This is an optimization exercise on Yosys and OpenROAD, whose aim is small area, a short achievable clock period and few clock cycles per item, not a production implementation. Only simulation tests tie the RTL to the original design; equivalence was not proved.

==> flow/design.v, too long to show whole: its modules and the start of the top module <==
// module pha_prop_mul: 351 lines
// module pha_acc_sum: 566 lines
// module pi_heading_aligner_top: 177 lines
module pi_heading_aligner_top (
  input  logic                                clk_i,
  input  logic                                rst_ni,
  input  logic                                cfg_we_i,
  input  logic [pha_pkg::AddrW-1:0]           cfg_addr_i,
  input  logic [pha_pkg::CfgDataW-1:0]        cfg_wdata_i,
  input  logic                                in_valid_i,
  output logic                                in_ready_o,
  input  logic signed [pha_pkg::ErrW-1:0]     heading_error_i,
  input  logic                                target_valid_i,
  output logic                                out_valid_o,
  input  logic                                out_ready_i,
  output logic signed [pha_pkg::DriveW-1:0]   left_drive_o,
  output logic signed [pha_pkg::DriveW-1:0]   right_drive_o,
  output logic signed [pha_pkg::DriveW-1:0]   steer_value_o,
  output logic                                aligned_o
);
  // ...
==> flow/run.sh <==
#!/bin/bash
# synth_recipe.tcl (not shown) runs the flow's synth.tcl, then flattens the netlist and writes it again
# the make line also repeats each setting of config.mk as NAME=value (left out here)
make -C /OpenROAD-flow-scripts/flow DESIGN_CONFIG=/design/flow/config.mk WORK_HOME=/design/flow/orfs CLKGATE_MAP_FILE= SYNTH_SCRIPT=/design/flow/synth_recipe.tcl finish
==> flow/config.mk <==
export PLATFORM = sky130hd
export DESIGN_NAME = pi_heading_aligner_top
export DESIGN_NICKNAME = pi_heading_aligner_top
export VERILOG_FILES = /design/flow/design.v
export SDC_FILE = /design/flow/constraint.sdc
export NUM_CORES = 4
export LEC_CHECK = 0
export ABC_CLOCK_PERIOD_IN_PS = 3500
export CAP_MARGIN = 20
export CORE_MARGIN = 2
export CORE_UTILIZATION = 40
export SLEW_MARGIN = 20
==> flow/constraint.sdc <==
create_clock -name core_clock -period 15.0 [get_ports {clk_i}]
set_input_delay 3.0000 -clock core_clock [delete_from_list [all_inputs] [get_ports {clk_i}]]
set_output_delay 3.0000 -clock core_clock [all_outputs]
set_load 0.01 [all_outputs]
==> impl_metrics.env, run 1 <==
export IMPL_num_tap_cells=1050
export IMPL_worstHoldPathCells=0
export IMPL_clk_share_pct=2.51
export IMPL_hp_class="flip-flop to flip-flop"
export IMPL_wl_met3_mm=7.72
export IMPL_highest_layer="met5"
export IMPL_cts_tree="built"
export IMPL_outcome="no timing/DRC/antenna violations"
export IMPL_n_fill_cell=7986
export IMPL_critPathLaunch="cfg_q[39]$_DFFE_PN0P_"
export IMPL_place_congestion=0.921
export IMPL_synth_fa_ha_area_share_pct=25.1
export IMPL_synthTopCellsByCount="nand2_1, inv_1, o21ai_0"
export IMPL_synth_ff_type="edfxtp_1"
export IMPL_die_width_um=287
export IMPL_wl_met2_mm=45.9
export IMPL_whs_endpoint="s2_tgt_q$_DFFE_PP_"
export IMPL_io_buffers=93
export IMPL_antenna_found_initial=2
export IMPL_grt_ovfl_total=0
export IMPL_largest_register_ffs=69
export IMPL_worst_ep_arrival_time_ns=7.95
export IMPL_layout_common_cells="nand2_1, inv_1, o21ai_0"
export IMPL_met1_usage_pct=35.0
export IMPL_multi_input_area_um2=23200
Testbench counts, summed over its fixed seeds: cycles 5,952, items 5,760.
==> run 2, diff against run 1 <==
--- a/flow/config.mk
+++ b/flow/config.mk
@@ -5,7 +5,6 @@
 export SDC_FILE = /design/flow/constraint.sdc
 export NUM_CORES = 4
 export LEC_CHECK = 0
-export ABC_CLOCK_PERIOD_IN_PS = 3500
 export CAP_MARGIN = 20
 export CORE_MARGIN = 2
 export CORE_UTILIZATION = 40
==> run 2 against run 1 <==
Critical path depth did not move; highest routed layer unchanged; synthesized cell count did not move; still clean on timing, DRC and antenna; worst hold slack did not move; synthesized area did not move; critical endpoint unchanged; first-iteration DRC count did not move.
==> impl_metrics.env, run 2 <==
export IMPL_reg_top3="cfg_q: 69 flops, s1_prop_q: 30 flops, integ_q: 21 flops"
export IMPL_drt_pass1_iter_count=7
export IMPL_critPathMaxFanout=16
export IMPL_tightest_slew_ns=1.06
export IMPL_grt_usage_pct=24.4
export IMPL_synth_seq_area_share_pct=19.0
export IMPL_cts_tree="built"
export IMPL_grt_ovfl_total=0
export IMPL_crit_path_frequent_cell="inv_1"
export IMPL_path_buf_inv=6
export IMPL_grt_pass1_vias=26800
export IMPL_dr_first_iter_drc_count=2724
export IMPL_final_cells=4966
export IMPL_synth_fa_ha_area_share_pct=25.1
export IMPL_rsz0062_at_grt="no"
export IMPL_tns_ns=0
export IMPL_yosys_warnings=1
export IMPL_synth_compound_area_share_pct=24.9
export IMPL_numCtsBuffers=26
export IMPL_critical_path_top_delay_family="adder cells"
export IMPL_slew_headroom_pct=29.0
export IMPL_synth_nets=4534
export IMPL_cts_root_buf="clkbuf_16"
export IMPL_grt_max_degree=91
export IMPL_final_common_cell="nand2_1"
export IMPL_worst_ep_arrival_time_ns=7.95
export IMPL_fin_util_pct=43.4
export IMPL_slowest_delay_ns=0.69
export IMPL_wire_per_inst_um=20.6
export IMPL_hp_class="flip-flop to flip-flop"
export IMPL_synth_largest_area_cell="fa_1"
export IMPL_drt_total_wl_mm=102
export IMPL_avgViaCountPerCell=5.86
export IMPL_min_period_ns=7.63
export IMPL_grt_pass1_wl_mm=160
export IMPL_syn_inst=4063
export IMPL_nets=4366
export IMPL_hold_viol=0
export IMPL_antenna_found_initial=2
export IMPL_die_h_um=287
export IMPL_dp_cells=4917
export IMPL_io_pins=94
export IMPL_io_buffers=93
export IMPL_synth_enable_flop_cells=113
export IMPL_synth_simple_gate_area_share_pct=15.4
export IMPL_rows=103
export IMPL_dieArea_um2=82300
export IMPL_clkLatencyLatePin_ns=0.58
export IMPL_drv_cap=0
export IMPL_top_register="cfg_q"
export IMPL_finalSetupViolations=0
export IMPL_yosys_mux_area_fraction_pct=2.86
export IMPL_timing_hold_ws_ns=0.426
export IMPL_synth_top_family_by_area="adder cells"
export IMPL_worstPathRequired_ns=15.32
export IMPL_post_route_drc_count=0
export IMPL_path_class="flip-flop to flip-flop"
export IMPL_post_route_period_util_pct=50.9
export IMPL_ys_ff_latch=223
export IMPL_num_vias=29100
export IMPL_start_kind="flip-flop"
export IMPL_skew_ns=0.0291
export IMPL_place_congestion=0.921
export IMPL_htreeDepth=1
export IMPL_yosysMostFrequentCell="nand2_1"
export IMPL_synthTopCellsByCount="nand2_1, inv_1, o21ai_0"
export IMPL_synth_cell_types=96
export IMPL_postCtsHoldBufs=0
export IMPL_avgSynthCellArea_um2=7.87
export IMPL_ctsResizeCount=0
export IMPL_post_cts_buffers=0
export IMPL_syn2layout_area_growth_pct=7.28
export IMPL_synth_cell_area_um2=32000
export IMPL_largest_register_ffs=69
export IMPL_clock_sinks=223
export IMPL_dp_hpwl_mm=75.6
export IMPL_cts_buffer_depth=3
export IMPL_synth_ff_type="edfxtp_1"
export IMPL_async_flop_share_pct=42.6
export IMPL_end_kind="flip-flop"
export IMPL_synth_xor_area_share_pct=4.10
export IMPL_ant_nets=0
export IMPL_yosysTopAreaCellShare_pct=13.2
export IMPL_start_util_pct=40.4
export IMPL_clk_pin_slew_ns=0.06
export IMPL_drive_gt1_share_pct=6.39
export IMPL_layout_common_cells="nand2_1, inv_1, o21ai_0"
export IMPL_synth_area_leaders="fa_1, edfxtp_1, ha_1"
export IMPL_crit_path_top_delay_cell="dfrtp_1"
export IMPL_slew_viol_final=0
export IMPL_fmax_ghz=0.131
export IMPL_outcome="no timing/DRC/antenna violations"
export IMPL_coreArea_um2=79100
export IMPL_die_width_um=287
==> run 2: cell counts in the layout (fill, tap and decap cells not counted) <==
No cell type changed its count.
==> run 2: cell type report <==
| type | instances | area [um2] |
|---|---|---|
| Fill cell | 7986 | 44800 |
| Sequential cell | 223 | 6080 |
| Antenna cell | 1 | 2.50 |
| Inverter | 356 | 1340 |
| Clock inverter | 19 | 200 |
| Timing Repair Buffer | 170 | 1510 |
| Tap cell | 1050 | 1310 |
| Multi-Input combinational cell | 3118 | 23200 |
| Clock buffer | 29 | 662 |
==> run 2: final timing paths <==
| kind | from | end | slack (ns) | cells past startpoint |
|---|---|---|---|---|
| max | cfg_q[39]$_DFFE_PN0P_ | s2_ovf_q$_DFFE_PP_ | 7.37 | 25 |
| min | s1_tgt_q$_DFFE_PP_ | s2_tgt_q$_DFFE_PP_ | 0.43 | 0 |
| max reg2reg | cfg_q[39]$_DFFE_PN0P_ | s2_ovf_q$_DFFE_PP_ | 7.37 | 25 |
| min reg2reg | s1_tgt_q$_DFFE_PP_ | s2_tgt_q$_DFFE_PP_ | 0.43 | 0 |
| max in group asynchronous | rst_ni | cfg_q[44]$_DFFE_PN0P_ | 11.38 | 2 |
| min in group asynchronous | rst_ni | cfg_q[30]$_DFFE_PN0P_ | 2.53 | 1 |
==> run 2: per-stage QoR <==
stage / setup slack (ns) / instance area [um2]
3_3_place_gp: 7.60 / 33400
5_1_grt: 6.89 / 34300
2_1_floorplan: 8.28 / 32000
4_1_cts: 7.43 / 34300
6_report: 7.37 / 34300
3_5_place_dp: 7.40 / 33500
==> run 2: kinds of logic (layout without fill, tap and decap cells) <==
logic type / after synthesis / in the layout
flops: 223 / 223
fa+ha+maj: 538 / 538
simple gates: 1089 / 1089
xor+xnor: 149 / 149
compound gates: 1258 / 1258
other cells: 0 / 1
buf+inv: 722 / 574
mux: 84 / 84
==> run 2: per-layer routing <==
metal	track usage [%]	vias up	wire length (um)
li1	-	14000	-
met1	35.0	14000	46000
met2	38.5	1049	45900
met3	3.56	146	7720
met4	6.29	2	2680
met5	0	-	8
==> run 3, diff against run 2 <==
==> flow/flow/run.sh (new file) <==
#!/bin/bash
set -euo pipefail
MARGIN=$(cat "$(dirname "$0")/setup_margin.txt")
bash standard.sh finish SETUP_SLACK_MARGIN=$MARGIN > flow_make.log 2>&1
==> flow/flow/setup_margin.txt (new file) <==
9
==> flow/standard.sh (new file) <==
#!/bin/bash
# synth_recipe.tcl (not shown) runs the flow's synth.tcl, then flattens the netlist and writes it again
# the make line also repeats each setting of config.mk as NAME=value (left out here)
make -C /OpenROAD-flow-scripts/flow DESIGN_CONFIG=/design/flow/config.mk WORK_HOME=/design/flow/orfs CLKGATE_MAP_FILE= SYNTH_SCRIPT=/design/flow/synth_recipe.tcl "${@:-finish}"
removed: flow/run.sh
==> run 3 against run 2 <==
Critical path depth down 1; via count up 3.9%; sequential cell count unchanged; setup slack better by 1.0 ns; count of clock-buffer cells in the layout up 3; critical path type unchanged.
==> impl_metrics.env, run 3 <==
export IMPL_worstPathRequired_ns=15.30
export IMPL_dieArea_um2=82300
export IMPL_synth_cell_types=96
export IMPL_top_register="cfg_q"
export IMPL_avgViaCountPerCell=5.93
export IMPL_slowest_delay_ns=0.55
export IMPL_crit_path_top_delay_cell="or4b_4"
export IMPL_ys_ff_latch=223
export IMPL_ant_nets=0
export IMPL_post_route_drc_count=0
export IMPL_drv_cap=0
export IMPL_die_h_um=287
export IMPL_yosys_mux_area_fraction_pct=2.86
export IMPL_tightest_slew_ns=0.983
export IMPL_start_util_pct=40.4
export IMPL_skew_ns=0.0220
export IMPL_synth_largest_area_cell="fa_1"
export IMPL_slew_headroom_pct=34.5
export IMPL_wire_per_inst_um=21.1
export IMPL_numCtsBuffers=26
export IMPL_reg_top3="cfg_q: 69 flops, s1_prop_q: 30 flops, integ_q: 21 flops"
export IMPL_largest_register_ffs=69
export IMPL_coreArea_um2=79100
export IMPL_worstHoldPathCells=0
export IMPL_hold_viol=0
export IMPL_synth_cell_area_um2=32000
export IMPL_async_flop_share_pct=42.6
export IMPL_layout_common_cells="nand2_1, inv_1, o21ai_0"
export IMPL_tns_ns=0
export IMPL_antenna_found_initial=6
export IMPL_cts_root_buf="clkbuf_16"
export IMPL_drt_pass1_iter_count=7
export IMPL_clk_pin_slew_ns=0.06
export IMPL_worst_ep_arrival_time_ns=6.92
export IMPL_synth_xor_area_share_pct=4.10
export IMPL_finalSetupViolations=0
export IMPL_yosysMostFrequentCell="nand2_1"
export IMPL_synth_seq_area_share_pct=19.0
export IMPL_end_kind="flip-flop"
export IMPL_synth_area_leaders="fa_1, edfxtp_1, ha_1"
export IMPL_path_class="flip-flop to flip-flop"
export IMPL_avgSynthCellArea_um2=7.87
export IMPL_dp_hpwl_mm=75.1
export IMPL_post_route_period_util_pct=44.1
export IMPL_dr_first_iter_drc_count=3509
export IMPL_drt_total_wl_mm=108
export IMPL_synth_fa_ha_area_share_pct=25.1
export IMPL_grt_pass1_wl_mm=166
export IMPL_hp_class="flip-flop to flip-flop"
export IMPL_yosys_warnings=1
export IMPL_htreeDepth=1
export IMPL_grt_ovfl_total=0
export IMPL_grt_max_degree=91
export IMPL_cts_tree="built"
export IMPL_path_buf_inv=9
export IMPL_drive_gt1_share_pct=13.4
export IMPL_die_width_um=287
export IMPL_synth_compound_area_share_pct=24.9
export IMPL_postCtsHoldBufs=0
export IMPL_crit_path_frequent_cell="buf_4"
export IMPL_synth_nets=4534
export IMPL_cp_cell_sequence="buf_4, clkinv_4, o31ai_1, fa_1, inv_1, fa_1, inv_1, fa_1, inv_1, fa_2, ha_4, nand4_1, buf_4, buf_4, buf_4, nor2_1, o31ai_4, buf_4, a311oi_2, nand3_1, or4b_4, nand4b_4, a2111oi_4, nor3_2"
export IMPL_critical_path_top_delay_family="adder cells"
export IMPL_rsz0062_at_grt="yes"
export IMPL_syn_inst=4063
export IMPL_synth_top_family_by_area="adder cells"
export IMPL_num_vias=30200
export IMPL_place_congestion=0.912
export IMPL_yosysTopAreaCellShare_pct=13.2
export IMPL_grt_usage_pct=25.4
export IMPL_cts_buffer_depth=3
export IMPL_outcome="no timing/DRC/antenna violations"
export IMPL_io_buffers=93
export IMPL_synth_ff_type="edfxtp_1"
export IMPL_critPathMaxFanout=25
export IMPL_io_pins=94
export IMPL_grt_pass1_vias=27600
export IMPL_synth_simple_gate_area_share_pct=15.4
export IMPL_worstSetupPathDepth=24
export IMPL_final_common_cell="nand2_1"
export IMPL_start_kind="flip-flop"
export IMPL_fmax_ghz=0.151
export IMPL_clock_sinks=223
export IMPL_clkLatencyLatePin_ns=0.57
export IMPL_nets=4498
export IMPL_r2r_cells=24
export IMPL_fin_util_pct=46.7
export IMPL_synth_enable_flop_cells=113
export IMPL_diodes=0
export IMPL_slew_viol_final=0
export IMPL_syn2layout_area_growth_pct=15.4
export IMPL_min_period_ns=6.62
export IMPL_synthTopCellsByCount="nand2_1, inv_1, o21ai_0"
export IMPL_rows=103
## run 3: cell families after synthesis
group / count (synthesis)
mux: 84
simple gates: 1089
buf+inv: 722
compound gates: 1258
fa+ha+maj: 538
xor+xnor: 149
flops: 223
## run 3: final timing paths
check | from | endpoint | slack [ns]
worst min-delay path | s1_tgt_q$_DFFE_PP_ | s2_tgt_q$_DFFE_PP_ | 0.43
worst max register to register | integ_q[20]$_DFFE_PN0P_ | s2_ovf_q$_DFFE_PP_ | 8.38
worst min register to register | s1_tgt_q$_DFFE_PP_ | s2_tgt_q$_DFFE_PP_ | 0.43
min in group asynchronous | rst_ni | out_valid_q$_DFFE_PN0P_ | 2.49
worst max-delay path | integ_q[20]$_DFFE_PN0P_ | s2_ovf_q$_DFFE_PP_ | 8.38
max in group asynchronous | rst_ni | cfg_q[42]$_DFFE_PN0P_ | 11.32
## run 3: cell type report
type	count	area (um2)
Inverter	356	1380
Clock buffer	32	694
Clock inverter	16	285
Fill cell	7796	42200
Timing Repair Buffer	300	3090
Multi-Input combinational cell	3120	24000
Tap cell	1050	1310
Sequential cell	223	6120
## run 3: repair_timing
item / in CTS / in global routing
gates resized for setup: 216 / 73
hold endpoints to repair: 0 / 0
cloned: 11 / 3
buffers inserted: 79 / 38
pin swaps: 84 / 32
setup endpoints to repair: 22 / 10
## run 3: stage by stage
step / cell area, um2 / instances / hold WS, ns / setup WS (ns)
after floorplan: 32000 / 4063 / 0.400 / 8.48
after global placement: 33500 / 4918 / 0.405 / 7.24
after detailed placement: 33500 / 4918 / 0.417 / 7.15
after CTS: 36300 / 5056 / 0.430 / 8.59
after global routing: 36900 / 5097 / 0.433 / 8.22
final: 36900 / 5097 / 0.425 / 8.38
## run 3: per-layer routing
metal	routed length (um)	global-route usage, %
met4	3750	7.46
met5	13	0
met2	48000	39.9
met3	9080	3.37
met1	46800	36.4
## run 3: worst reg2reg max path, delay by kind of cell, from the launching register on
kind / cells / cell delay [ns]
DFF: 1 / 0.32
adders and majority gates: 5 / 2.16
and+or+nand+nor: 6 / 1.22
buffers and inverters: 9 / 1.51
AOI/OAI and AO/OA: 4 / 1.18

## static timing again, ports no longer ideal
No port has a modelled driver above. Below, the same layouts with a new extraction and two added sets of constraints.
Step 1 assumes that a clkbuf_16 drives the clock port and a buf_2 every other input.
Step 2 moves the port delays by t, midway between the first and last clock arrival at a register: inputs arrive t later, outputs are due t later. That takes back most of the time a late clock gives input paths.
Three values: no drivers, after step 1, after step 2; two values: the first two.
run	t (ns)	setup WS [ns]	hold WS [ns]	worst data-port slew with drivers (ns)
run 1	0.623	7.371 / 7.371 / 7.371	0.426 / 0.426 / 0.426	0.06
run 2	0.623	7.371 / 7.371 / 7.371	0.426 / 0.426 / 0.426	0.06
run 3	0.611	8.382 / 8.382 / 8.382	0.425 / 0.425 / 0.425	0.06
After both steps every run listed still meets setup and hold.
